From an optimization exercise on the open Yosys and OpenROAD flow, aimed at small area, a short achievable clock period and few clock cycles per item; shortcuts taken in it are not production practice. Function was checked by simulation only, so behaviour that the tests miss may differ from the original. No activity file was given, so power comes from the tool's default toggle rates.

File: flow/run.sh
#!/bin/bash
# synth_recipe.tcl (not shown) runs the flow's synth.tcl, then flattens the netlist and writes it again
# the make line also repeats each setting of config.mk as NAME=value (left out here)
make -C /OpenROAD-flow-scripts/flow DESIGN_CONFIG=/design/flow/config.mk WORK_HOME=/design/flow/orfs CLKGATE_MAP_FILE= SYNTH_SCRIPT=/design/flow/synth_recipe.tcl finish
File: flow/constraint.sdc
create_clock -name core_clock -period 5.5 [get_ports {clk}]
set_input_delay 1.1000 -clock core_clock [delete_from_list [all_inputs] [get_ports {clk}]]
set_output_delay 1.1000 -clock core_clock [all_outputs]
set_load 0.01 [all_outputs]
File: flow/config.mk
export PLATFORM = sky130hd
export DESIGN_NAME = pulse_width_autobaud_detector
export DESIGN_NICKNAME = pulse_width_autobaud_detector
export VERILOG_FILES = /design/flow/design.v
export SDC_FILE = /design/flow/constraint.sdc
export NUM_CORES = 4
export LEC_CHECK = 0
export CAP_MARGIN = 20
export CORE_MARGIN = 2
export CORE_UTILIZATION = 40
export SLEW_MARGIN = 20
File: flow/design.v
`timescale 1ns / 1ps
package pwad_pkg;
    localparam int OPCODE_W  = 2;
    localparam int PULSE_W   = 16;
    localparam int OUTCOME_W = 4;
    localparam int BIN_W     = 5;
    localparam int DIV_W     = 16;
    localparam int CFG_IDX_W = 3;
    localparam int CFG_DAT_W = 16;
    localparam int CNT_W     = 16;
    localparam int ITER_W    = 8;
    localparam int PC_W      = 5;
    localparam logic [CNT_W-1:0] CNT_MAX = 16'hFFFF;
    localparam logic [OPCODE_W-1:0] OP_PULSE = 2'd0;
    localparam logic [OPCODE_W-1:0] OP_START = 2'd1;
    localparam logic [OPCODE_W-1:0] OP_ABORT = 2'd2;
    localparam logic [OUTCOME_W-1:0] OC_IGNORED   = 4'd0;
    localparam logic [OUTCOME_W-1:0] OC_REJECTED  = 4'd1;
    localparam logic [OUTCOME_W-1:0] OC_SHORTEST  = 4'd2;
    localparam logic [OUTCOME_W-1:0] OC_MATCHED   = 4'd3;
    localparam logic [OUTCOME_W-1:0] OC_UNMATCHED = 4'd4;
    localparam logic [OUTCOME_W-1:0] OC_STARTED   = 4'd5;
    localparam logic [OUTCOME_W-1:0] OC_ABORTED   = 4'd6;
    localparam logic [OUTCOME_W-1:0] OC_SUCCESS   = 4'd7;
    localparam logic [OUTCOME_W-1:0] OC_FAIL      = 4'd8;
    localparam logic [CFG_IDX_W-1:0] CFG_MIN_WIDTH  = 3'd0;
    localparam logic [CFG_IDX_W-1:0] CFG_MAX_WIDTH  = 3'd1;
    localparam logic [CFG_IDX_W-1:0] CFG_COUNT_LIM  = 3'd2;
    localparam logic [CFG_IDX_W-1:0] CFG_UNMATCH_LIM = 3'd3;
    localparam logic [CFG_IDX_W-1:0] CFG_ITER_LIM   = 3'd4;
    localparam logic [PULSE_W-1:0] RST_MIN_WIDTH   = 16'd53;
    localparam logic [PULSE_W-1:0] RST_MAX_WIDTH   = 16'd40000;
    localparam logic [CNT_W-1:0]   RST_COUNT_LIM   = 16'd512;
    localparam logic [CNT_W-1:0]   RST_UNMATCH_LIM = 16'd112;
    localparam logic [ITER_W-1:0]  RST_ITER_LIM    = 8'd16;
    localparam logic [3:0] UOP_NOP            = 4'd0;
    localparam logic [3:0] UOP_FETCH          = 4'd1;
    localparam logic [3:0] UOP_RETRY          = 4'd2;
    localparam logic [3:0] UOP_INC_TOTAL      = 4'd3;
    localparam logic [3:0] UOP_LOAD_ACC       = 4'd4;
    localparam logic [3:0] UOP_STEP_ACC       = 4'd5;
    localparam logic [3:0] UOP_EMIT           = 4'd6;
    localparam logic [3:0] UOP_EMIT_START     = 4'd7;
    localparam logic [3:0] UOP_EMIT_ABORT     = 4'd8;
    localparam logic [3:0] UOP_EMIT_SUCCESS   = 4'd9;
    localparam logic [3:0] UOP_EMIT_FAIL      = 4'd10;
    localparam logic [3:0] UOP_EMIT_SHORT     = 4'd11;
    localparam logic [3:0] UOP_EMIT_UNMATCHED = 4'd12;
    localparam logic [3:0] CND_NEVER     = 4'd0;
    localparam logic [3:0] CND_ALWAYS    = 4'd1;
    localparam logic [3:0] CND_NO_INPUT  = 4'd2;
    localparam logic [3:0] CND_OP_START  = 4'd3;
    localparam logic [3:0] CND_OP_ABORT  = 4'd4;
    localparam logic [3:0] CND_NOT_RUN   = 4'd5;
    localparam logic [3:0] CND_NO_DECIDE = 4'd6;
    localparam logic [3:0] CND_UNM_OK    = 4'd7;
    localparam logic [3:0] CND_ATT_LE1   = 4'd8;
    localparam logic [3:0] CND_OUT_RANGE = 4'd9;
    localparam logic [3:0] CND_BELOW_LOW = 4'd10;
    localparam logic [3:0] CND_IN_WIN    = 4'd11;
    localparam logic [3:0] CND_MORE_BINS = 4'd12;
    localparam logic [PC_W-1:0] A_FETCH    = 5'd0;
    localparam logic [PC_W-1:0] A_VALID    = 5'd8;
    localparam logic [PC_W-1:0] A_LOOP     = 5'd11;
    localparam logic [PC_W-1:0] A_START    = 5'd14;
    localparam logic [PC_W-1:0] A_ABORT    = 5'd15;
    localparam logic [PC_W-1:0] A_IGNORE   = 5'd16;
    localparam logic [PC_W-1:0] A_SUCCESS  = 5'd17;
    localparam logic [PC_W-1:0] A_FAIL     = 5'd18;
    localparam logic [PC_W-1:0] A_REJECT   = 5'd19;
    localparam logic [PC_W-1:0] A_SHORT    = 5'd20;
    localparam logic [PC_W-1:0] A_MATCH    = 5'd21;
endpackage
`timescale 1ns / 1ps
import pwad_pkg::*;
module pwad_datapath
#(
    parameter int NUM_BINS   = 20,
    parameter int WIDTH_BITS = 16
)
(
    input  logic                 clk,
    input  logic                 rst_n,
    input  logic                 cfg_we,
    input  logic [CFG_IDX_W-1:0] cfg_index,
    input  logic [CFG_DAT_W-1:0] cfg_data,
    input  logic [OPCODE_W-1:0]  opcode,
    input  logic [PULSE_W-1:0]   pulse_width,
    input  logic [3:0]           ctrl_uop,
    input  logic [OUTCOME_W-1:0] ctrl_outcome,
    input  logic                 ctrl_accept,
    input  logic                 ctrl_fire,
    output logic                 f_op_start,
    output logic                 f_op_abort,
    output logic                 f_not_run,
    output logic                 f_decide,
    output logic                 f_unm_ok,
    output logic                 f_att_le1,
    output logic                 f_out_range,
    output logic                 f_below_low,
    output logic                 f_in_win,
    output logic                 f_more_bins,
    output logic [OUTCOME_W-1:0] res_outcome,
    output logic [BIN_W-1:0]     res_bin_index,
    output logic [DIV_W-1:0]     res_divisor,
    output logic                 res_engaged
);
    localparam int W      = WIDTH_BITS;
    localparam int KW     = (NUM_BINS > 1) ? $clog2(NUM_BINS) : 1;
    localparam int BW     = $clog2(NUM_BINS + 1);
    localparam int ACC_W  = W + 1 + BW;
    localparam int CW     = (ACC_W > PULSE_W) ? ACC_W : PULSE_W;
    localparam logic [W-1:0]  WMASK  = {W{1'b1}};
    localparam logic [KW-1:0] K_LAST = KW'(NUM_BINS - 1);
    logic [PULSE_W-1:0]  min_reg, max_reg;
    logic [CNT_W-1:0]    count_lim_reg, unmatch_lim_reg;
    logic [ITER_W-1:0]   iter_lim_reg;
    logic [OPCODE_W-1:0] op_reg;
    logic [PULSE_W-1:0]  pw_reg;
    logic                active_reg, active_next;
    logic [W-1:0]        short_reg;
    logic [W-1:0]        swl_reg;
    logic [W:0]          swh_reg;
    logic [CNT_W-1:0]    total_reg, unm_reg;
    logic [ITER_W-1:0]   att_reg;
    logic [ACC_W-1:0]    lo_reg, hi_reg;
    logic [KW-1:0]       k_reg;
    logic [CW-1:0]       p_ext;
    logic [W-1:0]        w_src;
    logic [W+4:0]        w14, w17;
    logic [W-1:0]        swl_new;
    logic [W:0]          swh_new;
    logic                set_short, clear_cnt, emit_fire;
    logic [KW+BIN_W-1:0] k_ext;
    logic [CW-1:0]       short_ext;
    always_ff @(posedge clk or negedge rst_n)
    begin
        if (!rst_n)
        begin
            min_reg         <= RST_MIN_WIDTH;
            max_reg         <= RST_MAX_WIDTH;
            count_lim_reg   <= RST_COUNT_LIM;
            unmatch_lim_reg <= RST_UNMATCH_LIM;
            iter_lim_reg    <= RST_ITER_LIM;
        end
        else if (cfg_we)
        begin
            case (cfg_index)
                CFG_MIN_WIDTH:   min_reg         <= cfg_data;
                CFG_MAX_WIDTH:   max_reg         <= cfg_data;
                CFG_COUNT_LIM:   count_lim_reg   <= cfg_data;
                CFG_UNMATCH_LIM: unmatch_lim_reg <= cfg_data;
                CFG_ITER_LIM:    iter_lim_reg    <= cfg_data[ITER_W-1:0];
                default: ;
            endcase
        end
    end
    always_ff @(posedge clk)
    begin
        if (ctrl_accept)
        begin
            op_reg <= opcode;
            pw_reg <= pulse_width;
        end
    end
    assign p_ext     = CW'(pw_reg);
    assign emit_fire = ctrl_fire;
    assign w_src   = (ctrl_uop == UOP_EMIT_SHORT) ? p_ext[W-1:0] : WMASK;
    assign w14     = ({5'b0, w_src} << 4) - ({5'b0, w_src} << 1);
    assign w17     = ({5'b0, w_src} << 4) + {5'b0, w_src};
    assign swl_new = (w_src == WMASK) ? WMASK : w14[W+3:4];
    assign swh_new = (w_src == WMASK) ? {1'b0, WMASK} : w17[W+4:4];
    always_comb
    begin
        set_short   = 1'b0;
        clear_cnt   = 1'b0;
        active_next = active_reg;
        case (ctrl_uop)
            UOP_RETRY:
            begin
                set_short = 1'b1;
                clear_cnt = 1'b1;
            end
            UOP_EMIT_START:
            begin
                set_short   = emit_fire;
                clear_cnt   = emit_fire;
                active_next = 1'b1;
            end
            UOP_EMIT_SHORT:
            begin
                set_short = emit_fire;
                clear_cnt = emit_fire;
            end
            UOP_EMIT_ABORT, UOP_EMIT_SUCCESS, UOP_EMIT_FAIL:
                active_next = 1'b0;
            default: ;
        endcase
    end
    always_ff @(posedge clk or negedge rst_n)
    begin
        if (!rst_n)
        begin
            active_reg <= 1'b0;
            short_reg  <= WMASK;
            swl_reg    <= WMASK;
            swh_reg    <= {1'b0, WMASK};
            total_reg  <= '0;
            unm_reg    <= '0;
            att_reg    <= '0;
            lo_reg     <= '0;
            hi_reg     <= '0;
            k_reg      <= '0;
        end
        else
        begin
            if (set_short)
            begin
                short_reg <= w_src;
                swl_reg   <= swl_new;
                swh_reg   <= swh_new;
            end
            if (clear_cnt)
            begin
                total_reg <= '0;
                unm_reg   <= '0;
            end
            if (emit_fire)
                active_reg <= active_next;
            case (ctrl_uop)
                UOP_RETRY:
                    att_reg <= att_reg - 1'b1;
                UOP_INC_TOTAL:
                    if (total_reg != CNT_MAX)
                        total_reg <= total_reg + 1'b1;
                UOP_LOAD_ACC:
                begin
                    lo_reg <= ACC_W'(swl_reg);
                    hi_reg <= ACC_W'(swh_reg);
                    k_reg  <= '0;
                end
                UOP_STEP_ACC:
                begin
                    lo_reg <= lo_reg + ACC_W'(swl_reg);
                    hi_reg <= hi_reg + ACC_W'(swh_reg);
                    k_reg  <= k_reg + 1'b1;
                end
                UOP_EMIT_START:
                    if (emit_fire)
                        att_reg <= iter_lim_reg;
                UOP_EMIT_FAIL:
                    if (emit_fire)
                        att_reg <= '0;
                UOP_EMIT_UNMATCHED:
                    if (emit_fire && unm_reg != CNT_MAX)
                        unm_reg <= unm_reg + 1'b1;
                default: ;
            endcase
        end
    end
    assign f_op_start  = (op_reg == OP_START);
    assign f_op_abort  = (op_reg == OP_ABORT);
    assign f_not_run   = (op_reg != OP_PULSE) || !active_reg;
    assign f_decide    = (total_reg > count_lim_reg);
    assign f_unm_ok    = (unm_reg <= unmatch_lim_reg);
    assign f_att_le1   = (att_reg <= ITER_W'(1));
    assign f_out_range = (pw_reg < min_reg) || (pw_reg > max_reg);
    assign f_below_low = (p_ext < CW'(swl_reg));
    assign f_in_win    = (p_ext >= CW'(lo_reg)) && (p_ext <= CW'(hi_reg));
    assign f_more_bins = (k_reg != K_LAST);
    assign k_ext     = {{BIN_W{1'b0}}, k_reg};
    assign short_ext = CW'(short_reg);
    assign res_outcome   = ctrl_outcome;
    assign res_bin_index = (ctrl_outcome == OC_MATCHED) ? k_ext[BIN_W-1:0] : '0;
    assign res_divisor   = (ctrl_uop == UOP_EMIT_SUCCESS) ? short_ext[DIV_W-1:0] : '0;
    assign res_engaged   = active_next;
endmodule
`timescale 1ns / 1ps
import pwad_pkg::*;
module pulse_width_autobaud_detector
#(
    parameter int NUM_BINS   = 20,
    parameter int WIDTH_BITS = 16
)
(
    input  logic                 clk,
    input  logic                 rst_n,
    input  logic                 pulse_valid,
    output logic                 pulse_ready,
    input  logic [OPCODE_W-1:0]  pulse_opcode,
    input  logic [PULSE_W-1:0]   pulse_width,
    output logic                 result_valid,
    input  logic                 result_ready,
    output logic [OUTCOME_W-1:0] result_outcome,
    output logic [BIN_W-1:0]     result_bin_index,
    output logic [DIV_W-1:0]     result_divisor,
    output logic                 result_engaged,
    input  logic                 cfg_we,
    input  logic [CFG_IDX_W-1:0] cfg_index,
    input  logic [CFG_DAT_W-1:0] cfg_data
);
    logic [PC_W-1:0]      pc_reg, pc_next;
    logic [3:0]           cw_uop;
    logic [3:0]           cw_cond;
    logic [PC_W-1:0]      cw_target;
    logic [OUTCOME_W-1:0] cw_outcome;
    logic                 f_op_start, f_op_abort, f_not_run, f_decide, f_unm_ok;
    logic                 f_att_le1, f_out_range, f_below_low, f_in_win, f_more_bins;
    logic [OUTCOME_W-1:0] res_outcome;
    logic [BIN_W-1:0]     res_bin_index;
    logic [DIV_W-1:0]     res_divisor;
    logic                 res_engaged;
    logic [OUTCOME_W-1:0] out_outcome;
    logic [BIN_W-1:0]     out_bin_index;
    logic [DIV_W-1:0]     out_divisor;
    logic                 out_engaged;
    logic                 out_valid_reg;
    logic                 is_emit, fire, jump, accept;
    always_comb
    begin
        cw_uop     = UOP_NOP;
        cw_cond    = CND_ALWAYS;
        cw_target  = A_FETCH;
        cw_outcome = OC_IGNORED;
        case (pc_reg)
            5'd0:  begin cw_uop = UOP_FETCH;          cw_cond = CND_NO_INPUT;  cw_target = A_FETCH;   cw_outcome = OC_IGNORED;   end
            5'd1:  begin cw_uop = UOP_NOP;            cw_cond = CND_OP_START;  cw_target = A_START;   cw_outcome = OC_IGNORED;   end
            5'd2:  begin cw_uop = UOP_NOP;            cw_cond = CND_OP_ABORT;  cw_target = A_ABORT;   cw_outcome = OC_IGNORED;   end
            5'd3:  begin cw_uop = UOP_NOP;            cw_cond = CND_NOT_RUN;   cw_target = A_IGNORE;  cw_outcome = OC_IGNORED;   end
            5'd4:  begin cw_uop = UOP_NOP;            cw_cond = CND_NO_DECIDE; cw_target = A_VALID;   cw_outcome = OC_IGNORED;   end
            5'd5:  begin cw_uop = UOP_NOP;            cw_cond = CND_UNM_OK;    cw_target = A_SUCCESS; cw_outcome = OC_IGNORED;   end
            5'd6:  begin cw_uop = UOP_NOP;            cw_cond = CND_ATT_LE1;   cw_target = A_FAIL;    cw_outcome = OC_IGNORED;   end
            5'd7:  begin cw_uop = UOP_RETRY;          cw_cond = CND_NEVER;     cw_target = A_FETCH;   cw_outcome = OC_IGNORED;   end
            5'd8:  begin cw_uop = UOP_NOP;            cw_cond = CND_OUT_RANGE; cw_target = A_REJECT;  cw_outcome = OC_IGNORED;   end
            5'd9:  begin cw_uop = UOP_INC_TOTAL;      cw_cond = CND_BELOW_LOW; cw_target = A_SHORT;   cw_outcome = OC_IGNORED;   end
            5'd10: begin cw_uop = UOP_LOAD_ACC;       cw_cond = CND_NEVER;     cw_target = A_FETCH;   cw_outcome = OC_IGNORED;   end
            5'd11: begin cw_uop = UOP_NOP;            cw_cond = CND_IN_WIN;    cw_target = A_MATCH;   cw_outcome = OC_IGNORED;   end
            5'd12: begin cw_uop = UOP_STEP_ACC;       cw_cond = CND_MORE_BINS; cw_target = A_LOOP;    cw_outcome = OC_IGNORED;   end
            5'd13: begin cw_uop = UOP_EMIT_UNMATCHED; cw_cond = CND_ALWAYS;    cw_target = A_FETCH;   cw_outcome = OC_UNMATCHED; end
            5'd14: begin cw_uop = UOP_EMIT_START;     cw_cond = CND_ALWAYS;    cw_target = A_FETCH;   cw_outcome = OC_STARTED;   end
            5'd15: begin cw_uop = UOP_EMIT_ABORT;     cw_cond = CND_ALWAYS;    cw_target = A_FETCH;   cw_outcome = OC_ABORTED;   end
            5'd16: begin cw_uop = UOP_EMIT;           cw_cond = CND_ALWAYS;    cw_target = A_FETCH;   cw_outcome = OC_IGNORED;   end
            5'd17: begin cw_uop = UOP_EMIT_SUCCESS;   cw_cond = CND_ALWAYS;    cw_target = A_FETCH;   cw_outcome = OC_SUCCESS;   end
            5'd18: begin cw_uop = UOP_EMIT_FAIL;      cw_cond = CND_ALWAYS;    cw_target = A_FETCH;   cw_outcome = OC_FAIL;      end
            5'd19: begin cw_uop = UOP_EMIT;           cw_cond = CND_ALWAYS;    cw_target = A_FETCH;   cw_outcome = OC_REJECTED;  end
            5'd20: begin cw_uop = UOP_EMIT_SHORT;     cw_cond = CND_ALWAYS;    cw_target = A_FETCH;   cw_outcome = OC_SHORTEST;  end
            5'd21: begin cw_uop = UOP_EMIT;           cw_cond = CND_ALWAYS;    cw_target = A_FETCH;   cw_outcome = OC_MATCHED;   end
            default: ;
        endcase
    end
    always_comb
    begin
        case (cw_uop)
            UOP_EMIT, UOP_EMIT_START, UOP_EMIT_ABORT, UOP_EMIT_SUCCESS,
            UOP_EMIT_FAIL, UOP_EMIT_SHORT, UOP_EMIT_UNMATCHED: is_emit = 1'b1;
            default: is_emit = 1'b0;
        endcase
    end
    assign fire        = is_emit && (!out_valid_reg || result_ready);
    assign pulse_ready = (cw_uop == UOP_FETCH);
    always_comb
    begin
        case (cw_cond)
            CND_NEVER:     jump = 1'b0;
            CND_ALWAYS:    jump = 1'b1;
            CND_NO_INPUT:  jump = !pulse_valid;
            CND_OP_START:  jump = f_op_start;
            CND_OP_ABORT:  jump = f_op_abort;
            CND_NOT_RUN:   jump = f_not_run;
            CND_NO_DECIDE: jump = !f_decide;
            CND_UNM_OK:    jump = f_unm_ok;
            CND_ATT_LE1:   jump = f_att_le1;
            CND_OUT_RANGE: jump = f_out_range;
            CND_BELOW_LOW: jump = f_below_low;
            CND_IN_WIN:    jump = f_in_win;
            CND_MORE_BINS: jump = f_more_bins;
            default:       jump = 1'b0;
        endcase
    end
    always_comb
    begin
        if (is_emit && !fire)
            pc_next = pc_reg;
        else if (jump)
            pc_next = cw_target;
        else
            pc_next = pc_reg + 1'b1;
    end
    always_ff @(posedge clk or negedge rst_n)
    begin
        if (!rst_n)
            pc_reg <= A_FETCH;
        else
            pc_reg <= pc_next;
    end
    assign accept = pulse_valid && pulse_ready;
    pwad_datapath #(
        .NUM_BINS   (NUM_BINS),
        .WIDTH_BITS (WIDTH_BITS)
    ) u_datapath (
        .clk           (clk),
        .rst_n         (rst_n),
        .cfg_we        (cfg_we),
        .cfg_index     (cfg_index),
        .cfg_data      (cfg_data),
        .opcode        (pulse_opcode),
        .pulse_width   (pulse_width),
        .ctrl_uop      (cw_uop),
        .ctrl_outcome  (cw_outcome),
        .ctrl_accept   (accept),
        .ctrl_fire     (fire),
        .f_op_start    (f_op_start),
        .f_op_abort    (f_op_abort),
        .f_not_run     (f_not_run),
        .f_decide      (f_decide),
        .f_unm_ok      (f_unm_ok),
        .f_att_le1     (f_att_le1),
        .f_out_range   (f_out_range),
        .f_below_low   (f_below_low),
        .f_in_win      (f_in_win),
        .f_more_bins   (f_more_bins),
        .res_outcome   (res_outcome),
        .res_bin_index (res_bin_index),
        .res_divisor   (res_divisor),
        .res_engaged   (res_engaged)
    );
    always_ff @(posedge clk or negedge rst_n)
    begin
        if (!rst_n)
            out_valid_reg <= 1'b0;
        else if (fire)
            out_valid_reg <= 1'b1;
        else if (result_ready)
            out_valid_reg <= 1'b0;
    end
    always_ff @(posedge clk)
    begin
        if (fire)
        begin
            out_outcome   <= res_outcome;
            out_bin_index <= res_bin_index;
            out_divisor   <= res_divisor;
            out_engaged   <= res_engaged;
        end
    end
    assign result_valid     = out_valid_reg;
    assign result_outcome   = out_outcome;
    assign result_bin_index = out_bin_index;
    assign result_divisor   = out_divisor;
    assign result_engaged   = out_engaged;
endmodule
==> flow_summary.ini <==
[run_status]
status = complete, no violations

[floorplan]
ioPinCount = 70
die_h_um = 211
die_width_um = 211
dieArea_um2 = 44700
row_count = 75
core_um2 = 42200
initial_core_util = 0.407

[clocking]
cts_max_level = 2
ctsResizeCount = 0
clkLatencyLatePin_ps = 570
clk_pin_slew_ps = 60
cts.sinks = 261
clock_path_buffers = 3
hold_buffers = 0
cts_buffers = 34
cts_tree = built
clockRootBuffer = clkbuf_16
postCtsSetupRepairBufs = 0

[synth]
synthSimpleGateAreaFrac = 0.167
synth-compound-area-share = 0.196
synth_mux_area_frac = 0.0220
synthCells = 1913
ys_warn_count = 2
synth_seq_cells = 261
synth-edff-count = 44
seq_area_frac_synth = 0.397
synth_fa_ha_area_frac = 0.128
synth_fp_nets = 2124
synth_top_area_frac = 0.225
ys_types = 93
synthesis.area_um2 = 17200
async_flop_share = 0.831
synth.avg_cell_area_um2 = 8.99
synth_area_leader_cell = dfrtp_1
synth.area.top_cells = dfrtp_1 23%, ha_1 12%, dfstp_2 9.5%, edfxtp_1 7.7%, o21ai_0 4.7%
synth_top_family_by_area = compound AO/OA/AOI/OAI gates
synth-main-ff-cell = dfrtp_1
synthXorXnorAreaFrac = 0.0361

[route]
ant_nets = 0
wl_um = 48200
routedWlPerCell_um = 19.0
route.vias.total = 14300
drt_pass1_iterations = 5
drcViolationCount = 0
drtIter0Drc = 887
routed_via_density = 5.63

[critical_path]
cp-end-kind = flip-flop
path_class = reg2reg
path_buf_inv = 2
critPathLaunch = pc_reg[0]$_DFFE_PN0N_
crit_required_ps = 5990
arrival_ps = 5380
start_kind = flip-flop
crit_path_top_delay_cell = dfrtp_1
crit_chain = inv_1, ha_1, nor4bb_2, a311o_2, nand3_2, nor2_2, nand2_1, ha_1, inv_1, o21bai_1, a221oi_1, o2111ai_1, a21oi_1, o21bai_1, a21oi_1, o221ai_1, nand2_1, xnor2_1, o22a_1
r2r_start = pc_reg[0]$_DFFE_PN0N_
crit_family = compound AO/OA/AOI/OAI gates
slowest_delay_ps = 610
cp_max_fo = 14

[power_and_ir_drop]
cellLeakagePower_uw = 0.00867
power.ir.vdd_worst_uv = 302
power_switching_uw = 4330
combPwrFrac = 0.474
swShare = 0.428
clkPwrFrac = 0.228
powerDensity_nw_per_um2 = 515
intPower_uw = 5780
seq_power_share = 0.298
finalPower_uw = 10100

[run]
max_cap_viol_count = 0

[hold_path]
hp-start = u_datapath.short_reg[1]$_DFFE_PN1P_
hp-class = reg2reg

[cells_and_area]
synthToLayoutAreaGrowth_pct = 14.2
drive_above_1_share = 0.108
finish.net_count = 2181
antenna_cells = 0

[global_route]
grt_first_pass_wirelength_um = 77700
grt.overflow.total = 0
first_global_vias = 14000
grtUsageTotal = 0.222
grt_max_degree = 88
grt_antenna_before_repair = 1

[placement]
place_congestion = 0.888
portBuffers = 69
dpl.hpwl_um = 34000

[sta]
fmax_mhz = 204
worstMarginPinSlew_ps = 1060
slew_headroom = 0.291
finalSetupViolCount = 0
post-route-period-util = 0.889
rsz0062_at_grt = false
hold_viol = 0
fin_crit_ps = 4890
skew_ps = 28.7
drv_slew = 0
tns_ps = 0
through the flow:
step / area (µm²) / hold slack [ps] / instances / utilization / worst slack (ps)
2_1_floorplan: 17200 / 432 / 1913 / - / 731
3_3_place_gp: 18500 / 447 / 2473 / 0.438 / 811
3_5_place_dp: 18500 / 459 / 2473 / 0.438 / 752
4_1_cts: 19600 / 467 / 2535 / 0.465 / 699
5_1_grt: 19600 / 489 / 2535 / 0.465 / 151
6_report: 19600 / 463 / 2535 / 0.465 / 610
worst paths after layout:
| path | cells after the start | slack [ps] | endpoint |
|---|---|---|---|
| setup / recovery | 19 | 610 | u_datapath.swh_reg[14]$_DFFE_PN1P_ |
| hold / removal | 2 | 460 | u_datapath.short_reg[1]$_DFFE_PN1P_ |
| setup reg to reg | 19 | 610 | u_datapath.swh_reg[14]$_DFFE_PN1P_ |
| hold reg to reg | 2 | 460 | u_datapath.short_reg[1]$_DFFE_PN1P_ |
| max in group asynchronous | 2 | 3790 | u_datapath.hi_reg[17]$_DFFE_PN0P_ |
| min in group asynchronous | 1 | 520 | u_datapath.lo_reg[21]$_DFFE_PN0P_ |
worst register-to-register path: cells and delay by family, from the launching register on:
family                   cells  cell delay [ps]
AO/OA/AOI/OAI                9             1790
XOR/XNOR                     1              110
adder cells (fa/ha/maj)      2              770
buffers and inverters        2              320
flip-flops                   1              610
AND/OR/NAND/NOR              5             1240
logic make-up after synthesis:
logic type / after synthesis
and+or+nand+nor: 601
xor gates and xnor gates: 71
DFF: 261
AOI/OAI and AO/OA: 530
buffers and inverters: 240
adders and majority gates: 176
muxes: 34
layout make-up:
| cell class | instances | area, µm² |
|---|---|---|
| Timing Repair Buffer | 100 | 928 |
| Sequential cell | 261 | 6830 |
| Clock inverter | 11 | 173 |
| Inverter | 161 | 604 |
| Fill cell | 4079 | 22600 |
| Tap cell | 539 | 674 |
| Multi-Input combinational cell | 1412 | 9480 |
| Clock buffer | 51 | 955 |
Yosys cell counts (all sizes together) (30+ instances only):
| cell | n |
|---|---|
| edfxtp | 44 |
| nand4 | 31 |
| xor2 | 31 |
| dfrtp | 155 |
| mux2 | 31 |
| xnor2 | 40 |
| nand2 | 172 |
| inv | 161 |
| and2 | 30 |
| dfstp | 62 |
| ha | 167 |
| a211oi | 34 |
| a21o | 47 |
| nand3 | 57 |
| o21ai | 168 |
| nor2 | 167 |
| nor3 | 36 |
| a21oi | 122 |
| clkbuf | 53 |
cell usage in the layout (no fill, tap or decap), types with 20 or more instances in the layout:
cell | netlist | layout
edfxtp_1 | 44 | 44
dfstp_2 | 62 | 62
nor3_1 | 35 | 35
xor2_1 | 31 | 31
a211oi_1 | 33 | 33
nand2_1 | 172 | 170
ha_1 | 167 | 167
dfrtp_1 | 155 | 155
nand4_1 | 31 | 31
a21o_1 | 47 | 47
a21oi_1 | 121 | 121
a31oi_1 | 27 | 27
o21ai_0 | 161 | 160
and2_1 | 30 | 30
nand3_1 | 55 | 55
nor2_1 | 166 | 164
nand2b_1 | 20 | 20
nor2b_1 | 26 | 26
buf_4 | 1 | 31
mux2_2 | 31 | 31
clkdlybuf4s50_1 | 0 | 68
inv_1 | 159 | 159
xnor2_1 | 40 | 40
clkbuf_16 | 0 | 34
per-layer routing:
layer	track usage	part of all wire	vias to the layer above
met5	0	0	-
met4	0.0709	0.028	0
met3	0.0390	0.051	80
met2	0.368	0.47	359
met1	0.296	0.45	6902
li1	-	-	6937
power groups by stage:
stage,clock network (µW),registers [µW],logic [µW]
6_report,2310,3010,4800
5_1_grt,2440,3080,5400
4_1_cts,2360,3010,4800
3_5_place_dp,0,3040,4780
3_3_place_gp,0,3030,4680
2_1_floorplan,0,2850,3450
Testbench counts, summed over its fixed seeds: cycles 221,436, items 12,800.

==> separate check: timing with driven ports <==
Ports are ideal in the flow. The routed layout listed here was re-timed in OpenROAD. Step 1 assumes that a clkbuf_16 drives the clock port and a buf_2 every other input. Step 2, shift: input delay + t, output delay - t, t = (earliest + latest rising clock arrival at the registers) / 2. This alone moves slack from input paths to output paths. Slacks: ideal ports / drivers / drivers and shift; pairs: ideal ports / drivers.
t (ns): 0.603
slack for setup (ns): 0.610 / 0.610 / 0.610
hold slack, ns: 0.463 / 0.463 / 0.463
worst slew at a driven data input, ns: 0.06
After both steps setup and hold are still met in this run. For this run, drivers alone change the setup slack by 0.000 ns; drivers and shift together by 0.000 ns.
